This is an optimization exercise on Yosys and OpenROAD, whose aim is small area and a short achievable clock period, not a production implementation.
No run shown here included a check of the RTL's function; only the layout flow was run.
Power is estimated from default activity; no workload was simulated.

<file path="config.mk">
export PLATFORM = sky130hd
export DESIGN_NAME = psram_rsp
export DESIGN_NICKNAME = psram_rsp
export VERILOG_FILES = /design/flow/design.v
export SDC_FILE = /design/flow/constraint.sdc
export NUM_CORES = 4
export LEC_CHECK = 0
export CAP_MARGIN = 20
export CORE_MARGIN = 2
export CORE_UTILIZATION = 50
export SETUP_SLACK_MARGIN = 3.5
export SLEW_MARGIN = 20
</file>
<file path="constraint.sdc">
create_clock -name core_clock -period 6.0 [get_ports {clk_i}]
set_input_delay 1.2000 -clock core_clock [delete_from_list [all_inputs] [get_ports {clk_i}]]
set_output_delay 1.2000 -clock core_clock [all_outputs]
set_load 0.01 [all_outputs]
</file>
<file path="design.v">
module psram_rsp #(
    parameter int unsigned MEM_AW = 8
) (
    input  logic        clk_i,
    input  logic        rst_i,
    input  logic [7:0]  cfg_rcmd_i,
    input  logic [7:0]  cfg_wcmd_i,
    input  logic [7:0]  cfg_mrcmd_i,
    input  logic [7:0]  cfg_mwcmd_i,
    input  logic [7:0]  cfg_rlc_i,
    input  logic [7:0]  cfg_wlc_i,
    input  logic        psram_sck_i,
    input  logic        psram_ce_i,
    input  logic [7:0]  psram_io_in_i,
    input  logic        psram_dqs_in_i,
    output logic [7:0]  psram_io_out_o,
    output logic        psram_io_en_o,
    output logic        psram_dqs_out_o,
    output logic        psram_dqs_en_o,
    output logic [31:0] mr_o,
    output logic        err_o
);
    localparam int S_IDLE = 0, S_INST = 1, S_ADDR = 2, S_LATN = 3,
                   S_WDATA = 4, S_RDATA = 5, S_MWR = 6, S_IGNR = 7;
    logic              sck_q, sck_prev_q, ce_q, dqs_q;
    logic [7:0]        io_q;
    logic [7:0]        st_q, st_d;
    logic              armed_q;
    logic              inst_got_q;
    logic [7:0]        opcode_q;
    logic [7:0]        ptr_q, ptr_d;
    logic [1:0]        byte_cnt_q;
    logic [7:0]        lat_q;
    logic              is_wr_q;
    logic              is_mr_q;
    logic              mwr_done_q;
    logic [3:0][7:0]   mr_q;
    logic [7:0]        io_out_q;
    logic              io_en_q;
    logic              dqs_out_q;
    logic              dqs_en_q;
    logic [3:0][7:0]   sd_q;            
    logic [3:0][1:0]   sh_q;            
    logic [3:0][3:0]   sc_q;            
    logic [15:0][15:0][7:0] ring_q;     
    logic [3:0]        ph_q;
    logic [15:0]       rsel_q, rsel_d;  
    logic [15:0]       psel_q, psel_d;  
    logic [7:0]        pf_q;
    logic edge_c, rise_c, go_c;
    logic idle_go_c, inst_cap_c, inst_go_c, addr_edge_c, addr4_c;
    logic m_r_c, m_w_c, m_mr_c, m_mw_c, any_lat_c;
    logic lat_rise_c, lat_done_c, rd_start_c, rd_edge_c, wr_edge_c, inc_c, mr_wr_c;
    assign edge_c = sck_q ^ sck_prev_q;
    assign rise_c = sck_q & ~sck_prev_q;
    assign go_c   = ~ce_q;
    assign m_r_c     = (opcode_q == cfg_rcmd_i);
    assign m_w_c     = (opcode_q == cfg_wcmd_i);
    assign m_mr_c    = (opcode_q == cfg_mrcmd_i);
    assign m_mw_c    = (opcode_q == cfg_mwcmd_i);
    assign any_lat_c = m_r_c | m_w_c | m_mr_c;
    assign idle_go_c   = go_c & st_q[S_IDLE] & armed_q;
    assign inst_cap_c  = go_c & st_q[S_INST] & rise_c & ~inst_got_q;
    assign inst_go_c   = go_c & st_q[S_INST] & edge_c & inst_got_q;
    assign addr_edge_c = go_c & st_q[S_ADDR] & edge_c;
    assign addr4_c     = addr_edge_c & (byte_cnt_q == 2'd3);
    assign lat_rise_c  = go_c & st_q[S_LATN] & rise_c;
    assign lat_done_c  = lat_rise_c & (lat_q == 8'd0);
    assign rd_start_c  = lat_done_c & ~is_wr_q;
    assign rd_edge_c   = go_c & st_q[S_RDATA] & edge_c;
    assign wr_edge_c   = go_c & st_q[S_WDATA] & edge_c;
    assign mr_wr_c     = go_c & st_q[S_MWR] & edge_c & ~mwr_done_q;
    assign inc_c       = rd_start_c | rd_edge_c | wr_edge_c;
    always_comb begin
        st_d[S_IDLE]  = ce_q | (st_q[S_IDLE] & ~armed_q);
        st_d[S_INST]  = idle_go_c | (go_c & st_q[S_INST] & ~(edge_c & inst_got_q));
        st_d[S_ADDR]  = inst_go_c | (go_c & st_q[S_ADDR] & ~addr4_c);
        st_d[S_LATN]  = (addr4_c & any_lat_c) | (go_c & st_q[S_LATN] & ~lat_done_c);
        st_d[S_WDATA] = (lat_done_c & is_wr_q) | (go_c & st_q[S_WDATA]);
        st_d[S_RDATA] = rd_start_c | (go_c & st_q[S_RDATA]);
        st_d[S_MWR]   = (addr4_c & ~any_lat_c & m_mw_c) | (go_c & st_q[S_MWR]);
        st_d[S_IGNR]  = (addr4_c & ~any_lat_c & ~m_mw_c) | (go_c & st_q[S_IGNR]);
    end
    assign ptr_d = addr_edge_c ? io_q : inc_c ? ptr_q + 8'd1 : ptr_q;
    always_ff @(posedge clk_i or posedge rst_i) begin
        if (rst_i) begin
            sck_q      <= 1'b0;
            sck_prev_q <= 1'b0;
            ce_q       <= 1'b0;
            io_q       <= 8'd0;
            dqs_q      <= 1'b0;
            st_q       <= 8'b1 << S_IDLE;
            armed_q    <= 1'b0;
            inst_got_q <= 1'b0;
            opcode_q   <= 8'd0;
            byte_cnt_q <= 2'd0;
            lat_q      <= 8'd0;
            is_wr_q    <= 1'b0;
            is_mr_q    <= 1'b0;
            mwr_done_q <= 1'b0;
            mr_q       <= '0;
            io_out_q   <= 8'd0;
            io_en_q    <= 1'b0;
            dqs_out_q  <= 1'b0;
            dqs_en_q   <= 1'b0;
        end else begin
            sck_q      <= psram_sck_i;
            sck_prev_q <= sck_q;
            ce_q       <= psram_ce_i;
            io_q       <= psram_io_in_i;
            dqs_q      <= psram_dqs_in_i;
            st_q       <= st_d;
            armed_q    <= armed_q | ce_q;
            if (idle_go_c) begin
                inst_got_q <= 1'b0;
            end else if (inst_cap_c) begin
                inst_got_q <= 1'b1;
            end
            if (inst_cap_c) begin
                opcode_q <= io_q;
            end
            if (inst_go_c) begin
                byte_cnt_q <= 2'd0;
            end else if (addr_edge_c) begin
                byte_cnt_q <= byte_cnt_q + 2'd1;
            end
            if (addr4_c) begin
                lat_q      <= (~m_r_c & m_w_c) ? cfg_wlc_i : cfg_rlc_i;
                is_wr_q    <= ~m_r_c & m_w_c;
                is_mr_q    <= ~m_r_c & ~m_w_c & m_mr_c;
                mwr_done_q <= 1'b0;
            end else if (lat_rise_c && !lat_done_c) begin
                lat_q <= lat_q - 8'd1;
            end else if (mr_wr_c) begin
                mwr_done_q <= 1'b1;
            end
            if (mr_wr_c) begin
                mr_q[ptr_q[1:0]] <= io_q;
            end
            if (rd_start_c || rd_edge_c) begin
                io_out_q <= pf_q;
            end
            if (rd_start_c) begin
                dqs_out_q <= 1'b0;
            end else if (rd_edge_c) begin
                dqs_out_q <= ~dqs_out_q;
            end
            io_en_q  <= st_d[S_RDATA];
            dqs_en_q <= st_d[S_RDATA];
        end
    end
    logic [15:0] ins0_c, ins8_c;
    logic [3:0]  ld_col_c;
    logic [15:0][7:0] rd_ring_c;
    logic [7:0]  rd_c;
    always_comb begin
        for (int r = 0; r < 16; r++) begin
            ins0_c[r] = (sh_q[r % 4] == 2'(r / 4)) && (sc_q[r % 4] == ~ph_q);
            ins8_c[r] = (sh_q[r % 4] == 2'(r / 4)) && (sc_q[r % 4] == (~ph_q ^ 4'd8));
        end
    end
    assign ld_col_c = io_q[7:4] + ph_q + 4'd1;
    always_comb begin
        if (addr_edge_c) begin
            rsel_d = 16'b1 << io_q[3:0];
            psel_d = 16'b1 << ld_col_c;
        end else if (inc_c) begin
            rsel_d = {rsel_q[14:0], rsel_q[15]};
            psel_d = rsel_q[15] ? {psel_q[13:0], psel_q[15:14]} : {psel_q[14:0], psel_q[15]};
        end else begin
            rsel_d = rsel_q;
            psel_d = {psel_q[14:0], psel_q[15]};
        end
    end
    always_comb begin
        for (int r = 0; r < 16; r++) begin
            rd_ring_c[r] = '0;
            for (int p = 0; p < 16; p++) begin
                rd_ring_c[r] = rd_ring_c[r] | ({8{psel_q[p]}} & ring_q[r][p]);
            end
        end
        rd_c = '0;
        for (int r = 0; r < 16; r++) begin
            rd_c = rd_c | ({8{rsel_q[r]}} & rd_ring_c[r]);
        end
    end
    always_ff @(posedge clk_i) begin
        ptr_q  <= ptr_d;
        ph_q   <= ph_q + 4'd1;
        rsel_q <= rsel_d;
        psel_q <= psel_d;
        pf_q   <= is_mr_q ? mr_q[ptr_q[1:0]] : rd_c;
        if (wr_edge_c && dqs_q) begin
            sd_q[ptr_q[1:0]] <= io_q;
            sh_q[ptr_q[1:0]] <= ptr_q[3:2];
            sc_q[ptr_q[1:0]] <= ptr_q[7:4];
        end
        for (int r = 0; r < 16; r++) begin
            for (int p = 0; p < 16; p++) begin
                if (p == 0 && ins0_c[r]) begin
                    ring_q[r][p] <= sd_q[r % 4];
                end else if (p == 8 && ins8_c[r]) begin
                    ring_q[r][p] <= sd_q[r % 4];
                end else begin
                    ring_q[r][p] <= ring_q[r][(p + 15) % 16];
                end
            end
        end
    end
    assign psram_io_out_o  = io_out_q;
    assign psram_io_en_o   = io_en_q;
    assign psram_dqs_out_o = dqs_out_q;
    assign psram_dqs_en_o  = dqs_en_q;
    assign mr_o            = mr_q;
    logic       ce_prev_q, ce_fall_c, unknown_c;
    logic [1:0] guard_q, guard_d;
    logic       err_q, err_d;
    assign ce_fall_c = ce_prev_q & ~ce_q;
    assign unknown_c = addr4_c & ~any_lat_c & ~m_mw_c;
    always_comb begin
        guard_d = guard_q;
        if (ce_fall_c) begin
            guard_d = 2'd2;
        end else if (guard_q != 2'd0) begin
            guard_d = guard_q - 2'd1;
        end
        err_d = err_q;
        if (unknown_c) begin
            err_d = 1'b1;
        end
        if (ce_q && (st_q[S_INST] || st_q[S_ADDR] || st_q[S_LATN])) begin
            err_d = 1'b1;
        end
        if (edge_c && !ce_q && (ce_fall_c || guard_q != 2'd0)) begin
            err_d = 1'b1;
        end
    end
    always_ff @(posedge clk_i or posedge rst_i) begin
        if (rst_i) begin
            ce_prev_q <= 1'b0;
            guard_q   <= 2'd0;
            err_q     <= 1'b0;
        end else begin
            ce_prev_q <= ce_q;
            guard_q   <= guard_d;
            err_q     <= err_d;
        end
    end
    assign err_o = err_q;
endmodule
</file>
<file path="run.sh">
#!/bin/bash
# synth_recipe.tcl (not shown) runs the flow's synth.tcl, then flattens the netlist and writes it again
# the make line also repeats each setting of config.mk as NAME=value (left out here)
make -C /OpenROAD-flow-scripts/flow DESIGN_CONFIG=/design/flow/config.mk WORK_HOME=/design/flow/orfs CLKGATE_MAP_FILE= SYNTH_SCRIPT=/design/flow/synth_recipe.tcl finish
</file>
==> results of run 1 <==
[power by group through the flow]
stage | logic, uW | clock network (uW) | registers [uW]
floorplan | 377 | 0 | 15400
global placement | 572 | 0 | 15500
detailed placement | 577 | 0 | 15500
CTS | 764 | 13900 | 15100
global route | 854 | 14500 | 15100
finish | 831 | 13800 | 15100
[flip-flops by register name (all words and copies together) (netlist names), 2 cells and up]
signal      cells
byte_cnt_q      2
guard_q         2
io_out_q        8
io_q            8
lat_q           8
mr_q           32
opcode_q        8
pf_q            8
ph_q            4
psel_q         16
ptr_q           8
ring_q       2048
rsel_q         16
sc_q           16
sd_q           32
sh_q            8
st_q            7
[layer usage]
layer | vias up | GRT usage [%] | wire, um
li1 | 19000 | - | -
met1 | 22200 | 44.7 | 93000
met2 | 2475 | 48.0 | 94500
met3 | 454 | 7.42 | 22600
met4 | 4 | 12.8 | 9440
met5 | - | 0 | 27
[stage by stage]
stage / instances / hold slack [ns] / total power (uW)
after floorplan: 4916 / 0.331 / 15800
after global placement: 6414 / 0.332 / 16100
after detailed placement: 6414 / 0.336 / 16100
after CTS: 6953 / 0.328 / 29800
after global routing: 7017 / 0.338 / 30500
final: 7019 / 0.327 / 29800
[what timing repair did]
action,CTS,global route
resized for setup,367,103
hold endpoints to repair,0,0
setup buffers,124,49
pin swaps,76,74
cloned,30,13
setup endpoints to repair,248,218
[final timing paths]
| path | startpoint | to | slack, ns | depth (start not counted) |
|---|---|---|---|---|
| max | psel_q[15] | pf_q[6] | 3.32 | 8 |
| min | ring_q[1759] | ring_q[1767] | 0.33 | 0 |
| max reg2reg | psel_q[15] | pf_q[6] | 3.32 | 8 |
| min reg2reg | ring_q[1759] | ring_q[1767] | 0.33 | 0 |
| max in group asynchronous | rst_i | mr_q[12] | 4.00 | 3 |
| min in group asynchronous | rst_i | io_q[5] | 0.87 | 2 |
[cells in the mapped netlist, drive strengths merged (2+ instances only)]
| cell | count |
|---|---|
| or2 | 2 |
| o41a | 6 |
| nand2b | 13 |
| o32ai | 2 |
| nor3b | 3 |
| xor2 | 53 |
| nor4 | 17 |
| nand4 | 132 |
| o21ai | 297 |
| edfxtp | 80 |
| dfrtp | 86 |
| a22oi | 219 |
| nand2 | 325 |
| ha | 12 |
| mux2 | 82 |
| o31ai | 10 |
| o22ai | 16 |
| nor2 | 35 |
| buf | 87 |
| o41ai | 6 |
| nor3 | 6 |
| mux2i | 30 |
| a21oi | 8 |
| a22o | 459 |
| nor2b | 2 |
| nand3 | 63 |
| and2 | 6 |
| xnor2 | 21 |
| dfxtp | 2076 |
| a21o | 3 |
| and3 | 5 |
| a41oi | 2 |
| a221oi | 426 |
| clkbuf | 233 |
| and4 | 2 |
| mux4 | 8 |
| inv | 74 |
[cell type report]
class	count	area [um2]
antenna	4	10.0
clock buffer	301	6170
clock inverter	84	1060
fill	9720	49200
inverter	74	282
multi-input combinational	2279	17400
sequential	2243	46200
tap	1662	2080
timing repair buffer	372	5090
[cells by family after synthesis]
family / Yosys count / share of synthesized area (%)
AND/OR/NAND/NOR: 614 / 4.70
AO/OA/AOI/OAI: 1458 / 17.6
XOR/XNOR: 74 / 1.01
adder cells (fa/ha/maj): 13 / 0.265
multiplexers: 120 / 2.18
flip-flops: 2243 / 71.8
buffers and inverters: 394 / 2.41
==> out/summary.txt, run 1 <==
TritonCTS clock tree: built
Synth Register Bits: 2243
Syn. warnings: 1
gr usage total: 32.0%
Pwr Density: 380 nW/um2
maxcap violations: 0
Net Sw Frac: 21.5%
initial DRC count: 5440
Relative slew margins: 27.8%
run status: timing/DRC/antenna clean
Worst-Skew Late Latency: 0.84 ns
CP arrival: 3.40 ns
Synth area leaders: dfxtp_1 (65%), a22o_1 (6.3%), a221oi_1 (5.8%)
Hold Path Class: reg -> reg
layout cells sized above 1: 16.8%
Cells after Synth: 4916
die footprint: 131000 um2
Buffers on Ports: 104
internal power: 23400 uW
CP max stage cell: o41a_1
row count: 131
hold_buf cts: 0
Worst VDD drop: 0.000283 V
Post-Place Setup Slack: 2.55 ns
initial antenna violation count: 7
leak pwr: 0.0305 uW
peak fanout along the critical path: 11
Vias/cell: 6.28
EDFF count, synth: 80
DR vias: 44.1k
Final setup viols: 0
clk root buf: clkbuf_16
width of the die: 363 um
Final Critical Period: 2.68 ns
gpl congestion: 0.821
core area: 128000 um2
remaining global-route overflow: 0
antenna-violating nets left: 0
Synth area leader: dfxtp_1
Worst Skew: 0.0308 ns
most common cell after layout, fill and taps aside: dfxtp_1
share of the synthesized area in the top cell type: 64.7%
Crit path largest cell delay: 0.51 ns
share of power burned in registers: 50.9%
Post-DP HPWL: 108000 um
RSZ-0062 raised after global routing: true
first-pass GRT wire length: 305000 um
clock buffer depth: 3
Worst Path Buf+Inv: 2
CP startpoint kind: register
cts bufs inserted: 205
Total Neg Setup Slack: 0 ns
vias in the first global route: 43.0k
Final Hold Fails: 0
Area Overhead vs Synth: 21.8%
Post-Route WL: 220000 um
Setup CP Type: reg -> reg
wire per inst: 31.3 um
DRC: 0
CP Cell Sequence: buf_12, clkbuf_16, a22o_1, a221oi_1, nand3_1, o21ai_2, nand4_1, o41a_1
share of power burned in combinational logic: 2.8%
largest net degree at the start of global routing: 60
CTS clk-pin slew, worst paths: 0.07 ns
first drt pass iteration count: 5
CTS HTree Levels: 4
Synth async-reset ratio: 3.88%
slew at the pin closest to its max-slew limit: 1.08 ns
Worst Path Required: 6.72 ns
slack of the critical path: 3.32 ns
max-slew violation count: 0
clock network fraction of design power: 46.3%
count of cell types in the netlist: 59
crit end category: register
mean area per synthesized cell: 13.1 um2
Starting Density: 50.4%
I/O pin count: 105
final core occ: 61.4%
Final Instance Area: 78300 um2
cell family with most CP delay: compound AO/OA/AOI/OAI gates
Tcrit/Tclk final: 44.7%
Syn Nets: 4990
most frequent cells in the layout: dfxtp_1 (2059), a22o_1 (458), a221oi_1 (358)
clock sinks: 2243
f_max: 373 MHz
net switching power: 6390 uW
Die Height: 363 um
post-layout net count: 5249
Post-Syn Area: 64300 um2
ys flop type: dfxtp_1
Seq/Total Area, Yosys: 71.8%
Area after DPL: 66800 um2
==> run 2, diff against run 1 <==
--- a/config.mk
+++ b/config.mk
@@ -9,4 +9,4 @@
 export CORE_MARGIN = 2
 export CORE_UTILIZATION = 50
-export SETUP_SLACK_MARGIN = 3.5
+export SETUP_SLACK_MARGIN = 3.0
 export SLEW_MARGIN = 20
==> out/summary.txt, run 2 <==
run status: timing/DRC/antenna clean
leak pwr: 0.0288 uW (-5.6%)
RR Endpoint: pf_q[5]
Area after DPL: 66800 um2 (about the same)
Tcrit/Tclk final: 52.2% (+7.5 points)
count of cell types in the netlist: 59 (unchanged)
Largest Register: ring_q
cts bufs inserted: 208 (+1.5%)
Synth area leaders: dfxtp_1 (65%), a22o_1 (6.3%), a221oi_1 (5.8%)
row count: 131 (unchanged)
Starting Density: 50.4% (unchanged)
Buffers on Ports: 104 (unchanged)
f_max: 319 MHz (-14%)
peak fanout along the critical path: 28 (+17)
mean area per synthesized cell: 13.1 um2 (unchanged)
CTS HTree Levels: 4 (unchanged)
I/O pin count: 105 (unchanged)
ys flop type: dfxtp_1
internal power: 23000 uW (-1.6%)
clock sinks: 2243 (unchanged)
most frequent cell after synthesis: dfxtp_1
Total Neg Setup Slack: 0 ns (unchanged)
multi-input combinational cell area: 16700 um2 (-3.8%)
Worst VDD drop: 0.000308 V (+8.9%)
clk root buf: clkbuf_16
share of power burned in registers: 51.8% (+0.9 points)
grt peak-use layer: met2
DR vias: 42.1k (-4.6%)
Final setup viols: 0 (unchanged)
gr usage total: 29.2% (-2.8 points)
initial antenna violation count: 10 (+3)
Post-Synth Adder-Cell Area: 0.265% (unchanged)
EDFF count, synth: 80 (unchanged)
Final Instance Area: 74500 um2 (-4.8%)
Final Critical Period: 3.13 ns (+0.452 ns)
Synth Area in XOR/XNOR: 1.01% (unchanged)
most common cell after layout, fill and taps aside: dfxtp_1
Post-DP HPWL: 111000 um (+3.0%)
antenna-violating nets left: 0 (unchanged)
Worst Path Required: 6.71 ns (about the same)
Syn. warnings: 1 (unchanged)
Setup CP Type: reg -> reg
width of the die: 363 um (unchanged)
initial DRC count: 4297 (-21%)
crit path capture: pf_q[5]
Post-Syn Area: 64300 um2 (unchanged)
CP startpoint kind: register
flop2flop setup slack: 2.87 ns (-0.45 ns)
M1 GR Usage: 41.4% (-3.3 points)
vias in the first global route: 42.4k (-1.4%)
clock network fraction of design power: 46.0% (-0.3 points)
Net Sw Frac: 21.5% (+0.026 points)
largest net degree at the start of global routing: 87 (+45%)
max reg flops: 2048 (unchanged)
remaining global-route overflow: 0 (unchanged)
worst hold slack: 0.314 ns (-0.0125 ns)
net switching power: 6290 uW (-1.5%)
worst reg2reg path depth: 8 (unchanged)
Synth Register Bits: 2243 (unchanged)
Die Height: 363 um (unchanged)
core area: 128000 um2 (unchanged)
crit end category: register
Synth area leader: dfxtp_1
worst r2r src: psel_q[7]
Compound-Gate Fraction of Synth Area: 17.6% (unchanged)
top cells by count, synth: dfxtp_1 (2076), a22o_1 (459), a221oi_1 (426)
Cells after Synth: 4916 (unchanged)
Area Overhead vs Synth: 16.0%
Post-Synth Simple-Gate Area: 4.70% (unchanged)
GR Util met3: 5.82% (-1.6 points)
Synth async-reset ratio: 3.88% (unchanged)
share of power burned in combinational logic: 2.2% (-0.6 points)
slew at the pin closest to its max-slew limit: 1.07 ns (-0.0122 ns)
post-layout net count: 5067 (-3.5%)
Worst Skew: 0.0420 ns (+0.0112 ns)
TritonCTS clock tree: built
Pwr Density: 393 nW/um2 (+3.3%)
max-slew violation count: 0 (unchanged)
CP arrival: 3.84 ns (+0.44 ns)
layout cells sized above 1: 10.5% (-6.3 points)
Relative slew margins: 28.1% (+0.28 points)
sequential cell area: 46200 um2 (about the same)
met2 Use GR: 45.0% (-2.9 points)
DRC: 0 (unchanged)
slack of the critical path: 2.87 ns (-0.452 ns)
largest family of logic cells by synthesized area: compound AO/OA/AOI/OAI gates
Post-Route WL: 197000 um (-10%)
multiplexer share of the synthesized area: 2.18% (unchanged)
first-pass GRT wire length: 284000 um (-6.8%)
Hold Path Class: reg -> reg
Syn Nets: 4990 (unchanged)
first drt pass iteration count: 6 (+1)
share of the synthesized area in the top cell type: 64.7% (unchanged)
RSZ-0062 raised after global routing: true
most frequent cells in the layout: dfxtp_1 (2060), a22o_1 (459), a221oi_1 (426)
wire per inst: 28.9 um (-7.6%)
CP Launch Point: psel_q[7]
gpl congestion: 0.836 (+1.8%)
CTS clk-pin slew, worst paths: 0.07 ns (about the same)
Worst-Skew Late Latency: 0.84 ns (about the same)
Post-Place Setup Slack: 2.27 ns (-0.284 ns)
Seq/Total Area, Yosys: 71.8% (unchanged)
Final Hold Fails: 0 (unchanged)
maxcap violations: 0 (unchanged)
die footprint: 131000 um2 (unchanged)
fill count: 10.2k (+5.3%)
clock buffer depth: 3 (unchanged)
Vias/cell: 6.16 (-2.0%)
[run 2: changes by cell type in the layout (fill, tap and decap cells not counted), moves of 13 or more]
cell / delta
a221oi_1: +68
a221oi_2: -68
a22oi_1: +22
a22oi_2: -22
buf_12: -24
buf_16: -35
buf_2: -30
buf_4: -80
buf_6: -31
bufbuf_16: -13
dlygate4sd2_1: +39
nand2_1: +14
nand2_2: -14
[run 2: area by class of cell]
class                   instances  share of cell area [%]
diodes                          3                  0.0101
clock buffers                 302                    8.26
clock inverters                84                    1.26
inverters                      74                   0.378
multi-input cells            2279                    22.4
flip-flops and latches       2243                    62.0
well taps                    1662                    2.79
repair buffers                187                    2.91
[run 2: critical path, cell delays in order (launching register included)]
cell	delay, ns
dfxtp_4	0.53
buf_8	0.31
buf_4	0.28
a22o_1	0.24
a221oi_1	0.22
nand4_1	0.14
a22oi_2	0.41
nand4_1	0.43
o41a_1	0.45
[run 2: worst min-delay path by stage]
| stage | startpoint | cells past startpoint | slack (ns) | end |
|---|---|---|---|---|
| 2_1_floorplan | ring_q[1024] | 0 | 0.33 | ring_q[1032] |
| 3_5_place_dp | ring_q[1062] | 0 | 0.34 | ring_q[1070] |
| 3_3_place_gp | ring_q[430] | 0 | 0.33 | ring_q[438] |
| 6_report | ring_q[1609] | 0 | 0.31 | ring_q[1617] |
| 5_1_grt | ring_q[1651] | 0 | 0.32 | ring_q[1659] |
| 4_1_cts | ring_q[1651] | 0 | 0.31 | ring_q[1659] |
[run 2: cell families after synthesis]
group | count (synthesis)
mux | 120
buf+inv | 394
xor+xnor | 74
fa+ha+maj | 13
flops | 2243
simple gates | 614
compound gates | 1458
[run 2: layer usage]
| metal | wire (um) | vias to the layer above |
|---|---|---|
| li1 | - | 18600 |
| met1 | 87000 | 21200 |
| met2 | 86800 | 1967 |
| met3 | 17800 | 340 |
| met4 | 5750 | 8 |
| met5 | 51 | - |
[run 2: repair_timing]
action | CTS | global route
gates resized for setup | 68 | 28
setup endpoints to repair | 123 | 32
hold endpoints to repair | 0 | 0
pin swaps | 7 | 9
hold buffers | 0 | 0
cloned | 3 | 2
buffers inserted | 7 | 11
[run 2: power by group through the flow]
stage                     combinational, uW  clock, uW  sequential [uW]
after floorplan                         377          0            15400
after global placement                  594          0            15500
after detailed placement                596          0            15500
after CTS                               616      13600            15200
after global routing                    683      14200            15200
final                                   649      13500            15200
[run 2: stage by stage]
stage	util, %	cells	power, uW
after detailed placement	52.4	6422	16100
after CTS	58.2	6818	29400
after global routing	58.5	6831	30100
after floorplan	-	4916	15800
after global placement	52.4	6422	16100
final	58.5	6834	29300
==> run 3, diff against run 2 <==
--- a/design.v
+++ b/design.v
@@ -47,5 +47,5 @@
     logic [15:0]       rsel_q, rsel_d;  
     logic [15:0]       psel_q, psel_d;  
-    logic [7:0]        pf_q;
+    logic [3:0][7:0]   rdp_q;           
     logic edge_c, rise_c, go_c;
     logic idle_go_c, inst_cap_c, inst_go_c, addr_edge_c, addr4_c;
@@ -139,5 +139,5 @@
             end
             if (rd_start_c || rd_edge_c) begin
-                io_out_q <= pf_q;
+                io_out_q <= is_mr_q ? mr_q[ptr_q[1:0]] : (rdp_q[0] | rdp_q[1] | rdp_q[2] | rdp_q[3]);
             end
             if (rd_start_c) begin
@@ -153,5 +153,5 @@
     logic [3:0]  ld_col_c;
     logic [15:0][7:0] rd_ring_c;
-    logic [7:0]  rd_c;
+    logic [3:0][7:0]  rd_grp_c;
     always_comb begin
         for (int r = 0; r < 16; r++) begin
@@ -180,7 +180,9 @@
             end
         end
-        rd_c = '0;
-        for (int r = 0; r < 16; r++) begin
-            rd_c = rd_c | ({8{rsel_q[r]}} & rd_ring_c[r]);
+        for (int g = 0; g < 4; g++) begin
+            rd_grp_c[g] = '0;
+            for (int r = 4 * g; r < 4 * g + 4; r++) begin
+                rd_grp_c[g] = rd_grp_c[g] | ({8{rsel_q[r]}} & rd_ring_c[r]);
+            end
         end
     end
@@ -190,5 +192,5 @@
         rsel_q <= rsel_d;
         psel_q <= psel_d;
-        pf_q   <= is_mr_q ? mr_q[ptr_q[1:0]] : rd_c;
+        rdp_q  <= rd_grp_c;
         if (wr_edge_c && dqs_q) begin
             sd_q[ptr_q[1:0]] <= io_q;
--- a/config.mk
+++ b/config.mk
@@ -9,4 +9,4 @@
 export CORE_MARGIN = 2
 export CORE_UTILIZATION = 50
-export SETUP_SLACK_MARGIN = 3.0
+export SETUP_SLACK_MARGIN = 3.5
 export SLEW_MARGIN = 20
==> out/summary.txt, run 3 <==
run status: timing/DRC/antenna clean
die footprint: 133000 um2 (+1.1%)
Pwr Density: 388 nW/um2 (-1.1%)
largest net degree at the start of global routing: 80 (-8.0%)
slew at the pin closest to its max-slew limit: 1.32 ns (+0.249 ns)
DR vias: 41.5k (-1.3%)
RSZ-0062 raised after global routing: true
most frequent cell after synthesis: dfxtp_1
Vias/cell: 6.07 (-1.4%)
Syn. warnings: 1 (unchanged)
first-pass GRT wire length: 281000 um (-0.90%)
Seq/Total Area, Yosys: 71.7% (-0.076 points)
Tcrit/Tclk final: 43.7% (-8.5 points)
worst hold slack: 0.334 ns (+0.0193 ns)
final non-filler cell total: 6842 (+0.12%)
Final Critical Period: 2.62 ns (-0.511 ns)
CP arrival: 1.42 ns (-2.42 ns)
TritonCTS clock tree: built
Worst Skew: 0.0241 ns (-0.0178 ns)
Total Neg Setup Slack: 0 ns (unchanged)
Final setup viols: 0 (unchanged)
vias in the first global route: 42.2k (-0.52%)
I/O pin count: 105 (unchanged)
final core occ: 58.2% (-0.26 points)
leak pwr: 0.0294 uW (+2.1%)
crit end category: output port
top cells by count, synth: dfxtp_1 (2100), a22o_1 (361), a221oi_1 (352), a22oi_1 (352), mux2_2 (265)
gr usage total: 28.8% (-0.46 points)
Largest Register: ring_q
most frequent cells in the layout: dfxtp_1 (2084), a22o_1 (361), a221oi_1 (352)
Worst Path Buf+Inv: 1 (-1)
f_max: 381 MHz (+19%)
Buffers on Ports: 104 (unchanged)
initial antenna violation count: 10 (unchanged)
post-layout net count: 5002 (-1.3%)
CP max stage cell: dfrtp_1
Area Overhead vs Synth: 15.8%
row count: 132 (+0.76%)
Cells after Synth: 4798 (-2.4%)
Post-Route WL: 194000 um (-1.6%)
Post-DP HPWL: 110000 um (-1.0%)
Die Height: 365 um (+0.57%)
Syn Nets: 4872 (-2.4%)
Synth async-reset ratio: 3.84% (-0.041 points)
total stage count of the critical path: 1 (-7)
gpl congestion: 0.834 (-0.28%)
mean area per synthesized cell: 13.6 um2 (+3.6%)
Worst VDD drop: 0.000302 V (-1.9%)
placed cell count: 6423 (+0.016%)
Setup CP Type: reg -> out
Final Hold Fails: 0 (unchanged)
layout cells sized above 1: 16.4% (+5.9 points)
fill count: 10.3k (+0.83%)
Starting Density: 50.3% (-0.13 points)
maxcap violations: 0 (unchanged)
crit path capture: mr_o[18]
peak fanout along the critical path: 3 (-89%)
EDFF count, synth: 80 (unchanged)
CP Launch Point: mr_q[18]
ys flop type: dfxtp_1
CTS clk-pin slew, worst paths: 0.07 ns (about the same)
clock sinks: 2267 (+1.1%)
RR Endpoint: ring_q[1284]
DRC: 0 (unchanged)
clock buffer depth: 3 (unchanged)
Synth area leaders: dfxtp_1 (65%), a22o_1 (4.9%), a221oi_1 (4.7%)
max reg flops: 2048 (unchanged)
core area: 129000 um2 (+1.4%)
Synth Register Bits: 2267 (+1.1%)
initial DRC count: 3899 (-9.3%)
Crit path largest cell delay: 0.44 ns (-0.09 ns)
wire per inst: 28.4 um (-1.7%)
Relative slew margins: 11.2% (-17 points)
remaining global-route overflow: 0 (unchanged)
Hold Path Class: reg -> reg
CP Cell Sequence: buf_2
worst r2r src: ph_q[1]
Post-Syn Area: 65000 um2 (+1.1%)
antenna-violating nets left: 0 (unchanged)
share of the synthesized area in the top cell type: 64.7% (about the same)
Synth area leader: dfxtp_1
clk root buf: clkbuf_16
Worst Path Required: 4.80 ns (-1.91 ns)
max-slew violation count: 0 (unchanged)
cell family with most CP delay: flip-flops
cts bufs inserted: 206 (-0.96%)
worst reg2reg path depth: 5 (-3)
CP startpoint kind: register
first drt pass iteration count: 6 (unchanged)
CTS HTree Levels: 4 (unchanged)
count of cell types in the netlist: 58 (-1.7%)
flop2flop setup slack: 3.41 ns (+0.54 ns)
width of the die: 365 um (+0.57%)
Worst-Skew Late Latency: 0.82 ns (-0.02 ns)
most common cell after layout, fill and taps aside: dfxtp_1
[run 3: cell count changes in the layout (fill, tap and decap cells not counted), moves of 24 or more]
cell           delta
mux2_2          +215
nand2_1         -206
o21ai_0         -160
a22oi_1         +124
a22o_1           -98
nand3_1          +79
a221oi_1         -74
dlygate4sd2_1    -39
buf_2            +35
buf_4            +32
mux2_1           -32
nand4_1          -32
dfxtp_1          +24
[run 3: routing by layer]
layer / vias to the layer above / GRT usage, % / part of all wire (%)
li1: 18300 / - / -
met1: 21100 / 40.1 / 44
met2: 1865 / 44.9 / 45
met3: 329 / 4.93 / 7.7
met4: 4 / 10.8 / 3.5
met5: - / 0 / 0.014
[run 3: through the flow]
stage	area [um2]	setup slack, ns	power [uW]
after floorplan	65000	3.53	15900
after global routing	75300	3.35	30000
after global placement	67800	2.73	16200
after CTS	75100	3.34	29300
after detailed placement	67800	2.70	16200
final	75300	3.38	29200
[run 3: repair_timing]
item	CTS	global route
setup buffers	34	3
hold buffers	0	0
gates resized for setup	238	39
pin swaps	3	4
endpoints found under the setup margin	278	239
gates cloned	1	1
[run 3: power by group]
part | internal (uW) | switching (uW) | total (uW) | leakage [uW]
logic | 211 | 388 | 599 | 0.00711
registers | 15200 | 134 | 15300 | 0.0189
clock network | 7630 | 5680 | 13300 | 0.00345
[run 3: layout make-up]
class	instances	area [um2]	area share (%)
Timing Repair Buffer	203	1910	2.54
Multi-Input combinational cell	2177	17300	22.9
Inverter	73	278	0.369
Clock buffer	314	6220	8.27
Antenna cell	1	2.50	0.00332
Clock inverter	65	719	0.956
Tap cell	1742	2180	2.90
Sequential cell	2267	46700	62.0
[run 3: worst min-delay path by stage]
stage / startpoint / end / slack [ns] / depth (start not counted)
after global routing: ring_q[96] / ring_q[104] / 0.32 / 0
after global placement: ring_q[1729] / ring_q[1737] / 0.33 / 0
final: ring_q[1398] / ring_q[1406] / 0.33 / 0
after detailed placement: ring_q[672] / ring_q[680] / 0.34 / 0
after CTS: ring_q[347] / ring_q[355] / 0.33 / 0
after floorplan: ring_q[1024] / ring_q[1032] / 0.33 / 0
[run 3: logic make-up after synthesis]
kind of cell    after synthesis  synth area share, %
buf+inv                     354                 2.15
xor+xnor                     73                0.983
mux                         299                 5.27
compound gates             1299                 15.7
simple gates                493                 3.90
fa+ha+maj                    13                0.262
flops                      2267                 71.7
==> run 4, diff against run 3 <==
==> flow/run.sh (new file) <==
#!/bin/bash
# Standard layout, with plain buffers on the ports instead of the delay buffers
# that buffer_ports picks by default.
set -e
cp standard.sh standard_sh_copy.log
export BUFFER_PORTS_ARGS="-buffer_cell sky130_fd_sc_hd__buf_4"
bash standard.sh > standard.log 2>&1
==> standard.sh (new file) <==
#!/bin/bash
# synth_recipe.tcl (not shown) runs the flow's synth.tcl, then flattens the netlist and writes it again
# the make line also repeats each setting of config.mk as NAME=value (left out here)
make -C /OpenROAD-flow-scripts/flow DESIGN_CONFIG=/design/flow/config.mk WORK_HOME=/design/flow/orfs CLKGATE_MAP_FILE= SYNTH_SCRIPT=/design/flow/synth_recipe.tcl "${@:-finish}"
removed: run.sh
==> out/summary.txt, run 4 <==
run status: timing/DRC/antenna clean
hold_buf cts: 0 (unchanged)
Post-Synth Simple-Gate Area: 3.90% (unchanged)
width of the die: 365 um (unchanged)
Synth Register Bits: 2267 (unchanged)
GR Util met3: 4.56% (-0.37 points)
Final Critical Period: 2.61 ns (-0.0138 ns)
maxcap violations: 0 (unchanged)
CTS clk-pin slew, worst paths: 0.07 ns (about the same)
Post-Synth Adder-Cell Area: 0.262% (unchanged)
Area Overhead vs Synth: 16.2%
cell family with most CP delay: flip-flops
share of the synthesized area in the top cell type: 64.7% (unchanged)
Syn. warnings: 1 (unchanged)
Worst VDD drop: 0.000309 V (+2.4%)
Starting Density: 50.3% (unchanged)
DRC: 0 (unchanged)
Die Height: 365 um (unchanged)
Buffers on Ports: 104 (unchanged)
gpl congestion: 0.802 (-3.8%)
RSZ-0062 raised after global routing: true
Worst Skew: 0.0286 ns (+0.00442 ns)
clock sinks: 2267 (unchanged)
most frequent cell after synthesis: dfxtp_1
first-pass GRT wire length: 279000 um (-0.90%)
Worst Path Required: 4.80 ns (about the same)
initial DRC count: 3911 (+0.31%)
layout cells sized above 1: 18.0% (+1.6 points)
clk root buf: clkbuf_16
Vias/cell: 6.03 (-0.62%)
die footprint: 133000 um2 (unchanged)
Crit path largest cell delay: 0.43 ns (about the same)
largest family of logic cells by synthesized area: compound AO/OA/AOI/OAI gates
vias in the first global route: 41.8k (-0.83%)
most frequent cells in the layout: dfxtp_1 (2084), a22o_1 (361), a221oi_1 (352)
Syn Nets: 4872 (unchanged)
Tcrit/Tclk final: 43.5% (-0.23 points)
CP Launch Point: mr_q[11]
grt peak-use layer: met2
Synth area leaders: dfxtp_1 (65%), a22o_1 (4.9%), a221oi_1 (4.7%)
Synth async-reset ratio: 3.84% (unchanged)
clock buffer depth: 3 (unchanged)
initial antenna violation count: 15 (+5)
Worst-Skew Late Latency: 0.83 ns (about the same)
crit end category: output port
ys flop type: dfxtp_1
Seq/Total Area, Yosys: 71.7% (unchanged)
DR vias: 41.3k (-0.65%)
max reg flops: 2048 (unchanged)
Hold Path Class: reg -> reg
M1 GR Usage: 39.7% (-0.39 points)
CP max stage cell: dfrtp_1
CP startpoint kind: register
Post-Place Setup Slack: 2.61 ns (-0.0816 ns)
slew at the pin closest to its max-slew limit: 1.25 ns (-0.0725 ns)
largest net degree at the start of global routing: 95 (+19%)
Pwr Density: 391 nW/um2 (+0.71%)
first drt pass iteration count: 7 (+1)
Synth area leader: dfxtp_1
CP arrival: 1.41 ns (about the same)
worst hold slack: 0.339 ns (+0.00554 ns)
remaining global-route overflow: 0 (unchanged)
row count: 132 (unchanged)
Worst Path Buf+Inv: 1 (unchanged)
wire per inst: 28.1 um (-0.98%)
max-slew violation count: 0 (unchanged)
EDFF count, synth: 80 (unchanged)
leak pwr: 0.0296 uW (+0.58%)
placed cell count: 6414 (-0.14%)
Final Hold Fails: 0 (unchanged)
Post-Route WL: 192000 um (-1.0%)
peak fanout along the critical path: 3 (unchanged)
core area: 129000 um2 (unchanged)
most common cell after layout, fill and taps aside: dfxtp_1
post-layout net count: 4994 (-0.16%)
multiplexer share of the synthesized area: 5.27% (unchanged)
Post-Syn Area: 65000 um2 (unchanged)
Cells after Synth: 4798 (unchanged)
Compound-Gate Fraction of Synth Area: 15.7% (unchanged)
hold path startpoint: ring_q[845]
count of cell types in the netlist: 58 (unchanged)
gr usage total: 28.4% (-0.38 points)
Final setup viols: 0 (unchanged)
met2 Use GR: 44.5% (-0.47 points)
f_max: 383 MHz (+0.53%)
antenna-violating nets left: 0 (unchanged)
worst r2r src: psel_q[13]
mean area per synthesized cell: 13.6 um2 (unchanged)
cts bufs inserted: 206 (unchanged)
slack of the critical path: 3.39 ns (+0.0138 ns)
Relative slew margins: 16.1% (+4.9 points)
overall power: 29500 uW (+1.1%)
CP Cell Sequence: buf_6
Setup CP Type: reg -> out
Synth Area in XOR/XNOR: 0.983% (unchanged)
TritonCTS clock tree: built
CTS HTree Levels: 4 (unchanged)
I/O pin count: 105 (unchanged)
top cells by count, synth: dfxtp_1 (2100), a22o_1 (361), a221oi_1 (352), a22oi_1 (352), mux2_2 (265)
Largest Register: ring_q
Post-DP HPWL: 106000 um (-3.6%)
Total Neg Setup Slack: 0 ns (unchanged)
final non-filler cell total: 6840 (-0.029%)
## run 4: cells by family (layout without fill, tap and decap cells)
family,count (synthesis),in the layout
AND/OR/NAND/NOR,493,493
other,0,3
AO/OA/AOI/OAI,1299,1299
adder cells (fa/ha/maj),13,13
flip-flops,2267,2267
multiplexers,299,299
XOR/XNOR,73,73
buffers and inverters,354,651
## run 4: stage by stage
stage,utilization [%],instance area (um2)
floorplan,-,65000
global placement,52.2,67500
detailed placement,52.2,67500
CTS,58.2,75300
global route,58.4,75600
finish,58.4,75600
## run 4: path summary, 6_finish.rpt
check,end,slack (ns),cells after the start
max,mr_o[11],3.39,1
min,ring_q[853],0.34,0
max reg2reg,rdp_q[29],3.46,6
min reg2reg,ring_q[853],0.34,0
max in group asynchronous,lat_q[4],4.30,3
min in group asynchronous,mr_q[12],0.50,2
## run 4: area by class of cell
type | count | area (um2)
fill | 10300 | 53800
sequential | 2267 | 46700
multi-input combinational | 2177 | 17300
clock buffer | 301 | 6180
tap | 1742 | 2180
timing repair buffer | 195 | 1970
clock inverter | 82 | 982
inverter | 73 | 278
antenna | 3 | 7.51
## run 4: where the power goes
| group | internal (uW) | total (uW) | switching [uW] |
|---|---|---|---|
| clock network | 7940 | 13600 | 5710 |
| logic | 204 | 583 | 379 |
| registers | 15200 | 15300 | 140 |
| total | 23300 | 29500 | 6230 |
## run 4: repair_timing
item / in CTS / in global routing
hold endpoints to repair: 0 / 0
cloned: 1 / 2
endpoints found under the setup margin: 242 / 297
pin swaps: 1 / 5
setup buffers: 30 / 7
gates resized for setup: 101 / 34
## run 4: metal layers
layer / wire length [um] / part of all wire, %
met1: 84700 / 44
met2: 86900 / 45
met4: 6480 / 3.4
met3: 14200 / 7.4
met5: 0 / 0
==> run 5, diff against run 4 <==
--- a/design.v
+++ b/design.v
@@ -41,10 +41,12 @@
     logic              dqs_en_q;
     logic [3:0][7:0]   sd_q;            
-    logic [3:0][1:0]   sh_q;            
-    logic [3:0][3:0]   sc_q;            
+    logic [3:0][3:0]   soh_q;           
+    logic [3:0][3:0]   spos_q;          
+    logic [3:0]        sl0_q, sl8_q;    
+    logic [3:0]        mwsel_q;         
     logic [15:0][15:0][7:0] ring_q;     
     logic [3:0]        ph_q;
     logic [15:0]       rsel_q, rsel_d;  
-    logic [15:0]       psel_q, psel_d;  
+    logic [3:0][15:0]  psel_q, psel_d;  
     logic [3:0][7:0]   rdp_q;           
     logic edge_c, rise_c, go_c;
@@ -135,6 +137,8 @@
                 mwr_done_q <= 1'b1;
             end
-            if (mr_wr_c) begin
-                mr_q[ptr_q[1:0]] <= io_q;
+            for (int k = 0; k < 4; k++) begin
+                if (mr_wr_c && mwsel_q[k]) begin
+                    mr_q[k] <= io_q;
+                end
             end
             if (rd_start_c || rd_edge_c) begin
@@ -150,25 +154,24 @@
         end
     end
-    logic [15:0] ins0_c, ins8_c;
-    logic [3:0]  ld_col_c;
+    logic [3:0]  ld_col_c, ld_pos_c;
     logic [15:0][7:0] rd_ring_c;
     logic [3:0][7:0]  rd_grp_c;
-    always_comb begin
-        for (int r = 0; r < 16; r++) begin
-            ins0_c[r] = (sh_q[r % 4] == 2'(r / 4)) && (sc_q[r % 4] == ~ph_q);
-            ins8_c[r] = (sh_q[r % 4] == 2'(r / 4)) && (sc_q[r % 4] == (~ph_q ^ 4'd8));
-        end
-    end
     assign ld_col_c = io_q[7:4] + ph_q + 4'd1;
     always_comb begin
+        for (int g = 0; g < 4; g++) begin
+            if (addr_edge_c) begin
+                psel_d[g] = 16'b1 << ld_col_c;
+            end else if (inc_c && rsel_q[15]) begin
+                psel_d[g] = {psel_q[g][13:0], psel_q[g][15:14]};
+            end else begin
+                psel_d[g] = {psel_q[g][14:0], psel_q[g][15]};
+            end
+        end
         if (addr_edge_c) begin
             rsel_d = 16'b1 << io_q[3:0];
-            psel_d = 16'b1 << ld_col_c;
         end else if (inc_c) begin
             rsel_d = {rsel_q[14:0], rsel_q[15]};
-            psel_d = rsel_q[15] ? {psel_q[13:0], psel_q[15:14]} : {psel_q[14:0], psel_q[15]};
         end else begin
             rsel_d = rsel_q;
-            psel_d = {psel_q[14:0], psel_q[15]};
         end
     end
@@ -177,5 +180,5 @@
             rd_ring_c[r] = '0;
             for (int p = 0; p < 16; p++) begin
-                rd_ring_c[r] = rd_ring_c[r] | ({8{psel_q[p]}} & ring_q[r][p]);
+                rd_ring_c[r] = rd_ring_c[r] | ({8{psel_q[r / 4][p]}} & ring_q[r][p]);
             end
         end
@@ -187,4 +190,5 @@
         end
     end
+    assign ld_pos_c = ptr_q[7:4] + ph_q + 4'd1;
     always_ff @(posedge clk_i) begin
         ptr_q  <= ptr_d;
@@ -193,14 +197,25 @@
         psel_q <= psel_d;
         rdp_q  <= rd_grp_c;
-        if (wr_edge_c && dqs_q) begin
-            sd_q[ptr_q[1:0]] <= io_q;
-            sh_q[ptr_q[1:0]] <= ptr_q[3:2];
-            sc_q[ptr_q[1:0]] <= ptr_q[7:4];
+        if (addr_edge_c) begin
+            mwsel_q <= 4'b1 << io_q[1:0];
+        end
+        for (int e = 0; e < 4; e++) begin
+            if (wr_edge_c && dqs_q && ptr_q[1:0] == 2'(e)) begin
+                sd_q[e]   <= io_q;
+                soh_q[e]  <= 4'b1 << ptr_q[3:2];
+                spos_q[e] <= ld_pos_c;
+                sl0_q[e]  <= (ld_pos_c == 4'd15);
+                sl8_q[e]  <= (ld_pos_c == 4'd7);
+            end else begin
+                spos_q[e] <= spos_q[e] + 4'd1;
+                sl0_q[e]  <= (spos_q[e] == 4'd14);
+                sl8_q[e]  <= (spos_q[e] == 4'd6);
+            end
         end
         for (int r = 0; r < 16; r++) begin
             for (int p = 0; p < 16; p++) begin
-                if (p == 0 && ins0_c[r]) begin
+                if (p == 0 && sl0_q[r % 4] && soh_q[r % 4][r / 4]) begin
                     ring_q[r][p] <= sd_q[r % 4];
-                end else if (p == 8 && ins8_c[r]) begin
+                end else if (p == 8 && sl8_q[r % 4] && soh_q[r % 4][r / 4]) begin
                     ring_q[r][p] <= sd_q[r % 4];
                 end else begin
==> flow/run.sh (replaced) <==
#!/bin/bash
# The standard layout (standard.sh), with two changes:
#  * plain buf_4 buffers on the ports instead of the delay buffers that buffer_ports
#    picks by default;
#  * clock tree synthesis without dummy loads.
# ORFS's own logs stay in orfs/logs; standard.sh's output goes to standard.log.
set -e
bash standard.sh \
  BUFFER_PORTS_ARGS="-buffer_cell sky130_fd_sc_hd__buf_4" \
  CTS_ARGS="-sink_clustering_enable -repair_clock_nets -dont_use_dummy_load" \
  finish > standard.log 2>&1
--- a/config.mk
+++ b/config.mk
@@ -9,4 +9,4 @@
 export CORE_MARGIN = 2
 export CORE_UTILIZATION = 50
-export SETUP_SLACK_MARGIN = 3.5
+export SETUP_SLACK_MARGIN = 4.0
 export SLEW_MARGIN = 20
==> out/summary.txt, run 5 <==
run status: timing/DRC/antenna clean
CP Launch Point: io_out_q[5]
I/O pin count: 105 (unchanged)
slack of the critical path: 3.39 ns (-0.00304 ns)
CTS HTree Levels: 4 (unchanged)
CTS clk-pin slew, worst paths: 0.07 ns (about the same)
maxcap violations: 0 (unchanged)
clock sinks: 2335 (+3.0%)
Starting Density: 50.3% (+0.054 points)
gr usage total: 28.6% (+0.21 points)
Post-Syn Area: 67200 um2 (+3.3%)
CP arrival: 1.41 ns (about the same)
Final setup viols: 0 (unchanged)
Cells after Synth: 4872 (+1.5%)
max-slew violation count: 0 (unchanged)
layout cells sized above 1: 20.8% (+2.8 points)
CP max stage cell: dfrtp_2
remaining global-route overflow: 0 (unchanged)
placed cell count: 6495 (+1.3%)
DR WL met2: 88800 um (+2.2%)
share of the synthesized area in the top cell type: 64.7% (+0.073 points)
Worst-Skew Late Latency: 0.84 ns (about the same)
Vias/cell: 6.20 (+2.8%)
Syn Nets: 4958 (+1.8%)
cell family with most CP delay: flip-flops
Pwr Density: 358 nW/um2 (-8.5%)
max reg flops: 2048 (unchanged)
largest net degree at the start of global routing: 46 (-52%)
crit end category: output port
peak fanout along the critical path: 2 (-1)
Seq/Total Area, Yosys: 71.4% (-0.33 points)
mean area per synthesized cell: 13.8 um2 (+1.7%)
slew at the pin closest to its max-slew limit: 1.18 ns (-0.0691 ns)
post-layout net count: 5140 (+2.9%)
Post-DP HPWL: 110000 um (+3.8%)
top cells by count, synth: dfxtp_1 (2172), a22o_1 (353), a221oi_1 (352), a22oi_1 (352), mux2_2 (300)
gpl congestion: 0.812 (+1.3%)
Final Critical Period: 2.61 ns (+0.00304 ns)
Post-Place Setup Slack: 2.54 ns (-0.0782 ns)
final non-filler cell total: 6835 (-0.073%)
Synth Register Bits: 2335 (+3.0%)
Synth async-reset ratio: 3.73% (-0.11 points)
cts bufs inserted: 213 (+3.4%)
Relative slew margins: 21.5% (+5.4 points)
Synth area leader: dfxtp_1
vias in the first global route: 42.5k (+1.7%)
clock buffer depth: 3 (unchanged)
most frequent cell after synthesis: dfxtp_1
clk root buf: clkbuf_16
most frequent cells in the layout: dfxtp_1 (2106), a22o_1 (353), a221oi_1 (347)
Worst Path Buf+Inv: 1 (unchanged)
CP startpoint kind: register
antenna-violating nets left: 0 (unchanged)
Area after DPL: 69400 um2 (+2.8%)
wire per inst: 29.2 um (+3.9%)
DRC: 0 (unchanged)
first-pass GRT wire length: 289000 um (+3.7%)
Tcrit/Tclk final: 43.5% (+0.051 points)
Worst Path Required: 4.80 ns (about the same)
core area: 133000 um2 (+3.2%)
count of cell types in the netlist: 68 (+17%)
worst r2r src: io_q[4]
Largest Register: ring_q
CP Cell Sequence: buf_6
Crit path largest cell delay: 0.47 ns (+0.04 ns)
TritonCTS clock tree: built
Die Height: 371 um (+1.6%)
first drt pass iteration count: 5 (-2)
leak pwr: 0.0301 uW (+1.5%)
hold path startpoint: ring_q[1098]
Buffers on Ports: 104 (unchanged)
DR vias: 42.4k (+2.7%)
Area Overhead vs Synth: 15.5%
hold_buf cts: 0 (unchanged)
met3 routed WL: 17700 um (+24%)
wl on met1: 86200 um (+1.7%)
width of the die: 371 um (+1.6%)
Worst VDD drop: 0.000307 V (-0.61%)
RSZ-0062 raised after global routing: true
f_max: 383 MHz (-0.12%)
Setup CP Type: reg -> out
row count: 134 (+1.5%)
initial DRC count: 3947 (+0.92%)
Post-Route WL: 200000 um (+3.9%)
Final Instance Area: 77600 um2 (+2.7%)
ys flop type: dfxtp_1
initial antenna violation count: 19 (+4)
Synth area leaders: dfxtp_1 (65%), mux2_2 (5.0%), a22o_1 (4.6%)
Total Neg Setup Slack: 0 ns (unchanged)
die footprint: 137000 um2 (+3.3%)
most common cell after layout, fill and taps aside: dfxtp_1
Final Hold Fails: 0 (unchanged)
Worst Skew: 0.0510 ns (+0.0224 ns)
EDFF count, synth: 76 (-5.0%)
Syn. warnings: 1 (unchanged)
Top Metal Used: met5
Hold Path Class: reg -> reg
==> run 5: changes by cell type in the layout (fill, tap and decap cells not counted), sizes merged, moves of 50 or more <==
cell | previous run | this run
mux2i | 26 | 82
buf | 192 | 278
inv | 82 | 32
clkinv | 53 | 1
dfxtp | 2100 | 2172
clkbuf | 303 | 213
==> run 5: repair_timing <==
action                     4_1_cts  5_1_grt
pin swaps                       40       45
setup buffers                   73       24
cloned                          14        1
resized for setup              244      188
setup endpoints to repair      310      234
==> run 5: layer usage <==
layer	up-vias	track usage, %
met1	21400	39.8
met3	393	5.62
met4	2	10.4
li1	18600	-
met2	1999	44.4
met5	-	0
==> run 5: path summary, 6_finish.rpt <==
check	end	slack, ns	cells after the start
max	psram_io_out_o[5]	3.39	1
min in group asynchronous	io_q[6]	0.61	2
max in group asynchronous	ce_q	4.27	3
max reg2reg	psel_q[12]	3.76	7
min	ring_q[1106]	0.30	0
min reg2reg	ring_q[1106]	0.30	0
==> run 5: per-stage QoR <==
step | total power, uW | hold WS, ns | util, %
after floorplan | 16300 | 0.331 | -
after global placement | 16500 | 0.333 | 52.0
after detailed placement | 16500 | 0.336 | 52.0
after CTS | 27800 | 0.298 | 57.3
after global routing | 28500 | 0.310 | 58.1
final | 27700 | 0.301 | 58.1
==> run 5: kinds of logic (layout without fill, tap and decap cells) <==
family,after synthesis,after routing,synth area share (%)
AO/OA/AOI/OAI,1269,1270,15.0
XOR/XNOR,62,62,0.808
adder cells (fa/ha/maj),25,25,0.488
buffers and inverters,353,527,2.35
flip-flops,2335,2335,71.4
multiplexers,391,391,6.54
other,0,15,0
AND/OR/NAND/NOR,437,442,3.45
==> run 5: power breakdown <==
part	total (uW)	switching [uW]	internal, uW
clock	11500	5280	6180
sequential	15700	104	15600
combinational	548	346	202
total	27700	5730	22000
==> run 5: layout make-up <==
type / instances / area [um2]
clock buffers: 213 / 5330
fillers: 10700 / 55900
diodes: 15 / 37.5
well taps: 1768 / 2210
multi-input cells: 2190 / 18700
flip-flops and latches: 2335 / 48100
inverters: 34 / 169
repair buffers: 280 / 3010
==> run 6, diff against run 5 <==
--- a/config.mk
+++ b/config.mk
@@ -9,4 +9,4 @@
 export CORE_MARGIN = 2
 export CORE_UTILIZATION = 50
-export SETUP_SLACK_MARGIN = 4.0
+export SETUP_SLACK_MARGIN = 3.7
 export SLEW_MARGIN = 20
==> out/summary.txt, run 6 <==
run status: timing/DRC/antenna clean
DRC: 0 (unchanged)
Final setup viols: 0 (unchanged)
leak pwr: 0.0294 uW (-2.2%)
first drt pass iteration count: 5 (unchanged)
Crit path largest cell delay: 0.46 ns (about the same)
crit path capture: psram_io_en_o
initial antenna violation count: 22 (+3)
Area Overhead vs Synth: 12.6%
most common cell after layout, fill and taps aside: dfxtp_1
Final Critical Period: 2.62 ns (+0.00439 ns)
width of the die: 371 um (unchanged)
Hold Path Class: reg -> reg
RR Endpoint: rdp_q[10]
most frequent cell after synthesis: dfxtp_1
CTS clk-pin slew, worst paths: 0.06 ns (about the same)
flop2flop setup slack: 3.71 ns (-0.05 ns)
CP arrival: 1.42 ns (about the same)
slew at the pin closest to its max-slew limit: 1.17 ns (-0.0121 ns)
first-pass GRT wire length: 285000 um (-1.6%)
die footprint: 137000 um2 (unchanged)
Synth async-reset ratio: 3.73% (unchanged)
Vias/cell: 6.17 (-0.62%)
clock sinks: 2335 (unchanged)
CP Cell Sequence: buf_6
row count: 134 (unchanged)
peak fanout along the critical path: 3 (+1)
Total Neg Setup Slack: 0 ns (unchanged)
ys flop type: dfxtp_1
Post-DP HPWL: 110000 um (-0.14%)
EDFF count, synth: 76 (unchanged)
Syn. warnings: 1 (unchanged)
Worst Skew: 0.0506 ns (-0.000390 ns)
Synth area leader: dfxtp_1
DR vias: 41.8k (-1.5%)
Worst-Skew Late Latency: 0.84 ns (about the same)
layout cells sized above 1: 17.3% (-3.5 points)
max reg flops: 2048 (unchanged)
crit end category: output port
Starting Density: 50.3% (unchanged)
Worst Path Required: 4.80 ns (about the same)
Post-Route WL: 197000 um (-1.5%)
RSZ-0062 raised after global routing: true
Final Hold Fails: 0 (unchanged)
Buffers on Ports: 104 (unchanged)
Largest Register: ring_q
count of cell types in the netlist: 68 (unchanged)
worst reg2reg path depth: 6 (-1)
initial DRC count: 3828 (-3.0%)
gpl congestion: 0.823 (+1.4%)
Relative slew margins: 22.3% (+0.81 points)
gr usage total: 28.1% (-0.51 points)
remaining global-route overflow: 0 (unchanged)
worst r2r src: psel_q[21]
vias in the first global route: 42.3k (-0.59%)
CP startpoint kind: register
Worst VDD drop: 0.000333 V (+8.4%)
cts bufs inserted: 215 (+0.94%)
Setup CP Type: reg -> out
mean area per synthesized cell: 13.8 um2 (unchanged)
core area: 133000 um2 (unchanged)
Syn Nets: 4958 (unchanged)
CP Launch Point: st_q[5]
largest net degree at the start of global routing: 74 (+61%)
Pwr Density: 366 nW/um2 (+2.5%)
final core occ: 56.7% (-1.4 points)
post-layout net count: 5087 (-1.0%)
most frequent cells in the layout: dfxtp_1 (2116), a22o_1 (353), a221oi_1 (352)
max-slew violation count: 0 (unchanged)
hold_buf cts: 0 (unchanged)
Synth area leaders: dfxtp_1 (65%), mux2_2 (5.0%), a22o_1 (4.6%)
antenna-violating nets left: 0 (unchanged)
cell family with most CP delay: flip-flops
maxcap violations: 0 (unchanged)
Seq/Total Area, Yosys: 71.4% (unchanged)
top cells by count, synth: dfxtp_1 (2172), a22o_1 (353), a221oi_1 (352), a22oi_1 (352), mux2_2 (300)
Worst Path Buf+Inv: 1 (unchanged)
CTS HTree Levels: 4 (unchanged)
clk root buf: clkbuf_16
total stage count of the critical path: 1 (unchanged)
Synth Register Bits: 2335 (unchanged)
TritonCTS clock tree: built
wire per inst: 29.0 um (-0.61%)
I/O pin count: 105 (unchanged)
clock buffer depth: 3 (unchanged)
Tcrit/Tclk final: 43.6% (+0.073 points)
share of the synthesized area in the top cell type: 64.7% (unchanged)
fill count: 10.8k (+1.1%)
Die Height: 371 um (unchanged)
Cells after Synth: 4872 (unchanged)
f_max: 382 MHz (-0.17%)
Post-Syn Area: 67200 um2 (unchanged)
CP max stage cell: dfrtp_2
## run 6: area by class of cell
class	count	area (um2)	area share (%)
Antenna cell	7	17.5	0.0232
Clock buffer	215	5380	7.11
Inverter	34	165	0.218
Multi-Input combinational cell	2186	17900	23.6
Sequential cell	2335	48000	63.5
Tap cell	1768	2210	2.92
Timing Repair Buffer	228	1980	2.62
Timing Repair inverter	1	8.76	0.0116
## run 6: metal layers
metal	vias to the layer above	share of wire, %	global-route usage (%)
met2	1753	45	43.6
met5	-	0.058	0
met1	21200	43	38.7
met4	16	3.3	10.1
li1	18500	-	-
met3	368	8.5	6.16
## run 6: kinds of logic after synthesis
kind of cell | count (synthesis) | share of synthesized area (%)
flops | 2335 | 71.4
compound gates | 1269 | 15.0
simple gates | 437 | 3.45
mux | 391 | 6.54
buf+inv | 353 | 2.35
xor+xnor | 62 | 0.808
fa+ha+maj | 25 | 0.488
## run 6: timing repair
item	CTS	global route
gates resized for setup	94	28
buffers inserted	32	17
endpoints found under the hold margin	0	0
endpoints found under the setup margin	211	198
pin swaps	3	7
gates cloned	2	4
## run 6: how the worst min path moves through the flow
stage,end,slack [ns],depth (start not counted),startpoint
3_3_place_gp,ring_q[1617],0.33,0,ring_q[1609]
6_report,ring_q[694],0.32,0,ring_q[686]
3_5_place_dp,ring_q[1461],0.34,0,ring_q[1453]
4_1_cts,ring_q[694],0.31,0,ring_q[686]
5_1_grt,ring_q[694],0.32,0,ring_q[686]
2_1_floorplan,ring_q[1032],0.33,0,ring_q[1024]
## run 6: through the flow
stage                     power [uW]  setup slack [ns]  hold WS, ns  instance area [um2]  std cells
after CTS                      27800              3.33        0.314                75300       6746
after global placement         16500              2.64        0.332                69300       6495
after detailed placement       16500              2.61        0.336                69400       6497
final                          27700              3.38        0.317                75700       6774
after floorplan                16300              3.67        0.331                67200       4872
after global routing           28500              3.36        0.324                75600       6767
## run 6: where the power goes
group / switching, uW / internal (uW) / total [uW]
logic: 309 / 157 / 466
registers: 91.3 / 15600 / 15700
clock network: 5290 / 6240 / 11500

static timing again, ports no longer ideal:
In the flow no input, the clock included, has a driving cell. The finished layouts below were timed again as built, in two steps.
Step 1 assumes that a clkbuf_16 drives the clock port and a buf_2 every other input.
Step 2, shift: input delay + t, output delay - t, t = (earliest + latest rising clock arrival at the registers) / 2. This alone moves slack from input paths to output paths.
Three values: ideal ports, drivers, drivers and shift; two values: the first two.
run	t, ns	setup WS [ns]	slew at the worst register clock pin (ns)	cell pins on the clock port's net
run 1	0.909	3.319 / 3.289 / 2.879	0.07 / 0.07	1
run 2	0.905	2.867 / 2.867 / 2.867	0.07 / 0.07	1
run 3	0.895	3.377 / 3.295 / 2.977	0.07 / 0.07	1
run 4	0.897	3.391 / 3.311 / 3.159	0.07 / 0.07	1
run 5	0.892	3.388 / 3.304 / 3.286	0.07 / 0.07	1
run 6	0.893	3.384 / 3.299 / 3.052	0.07 / 0.07	1
After both steps every run listed still meets setup and hold. For run 1, which loses most, drivers alone change the setup slack by -0.030 ns; drivers and shift together by -0.440 ns.
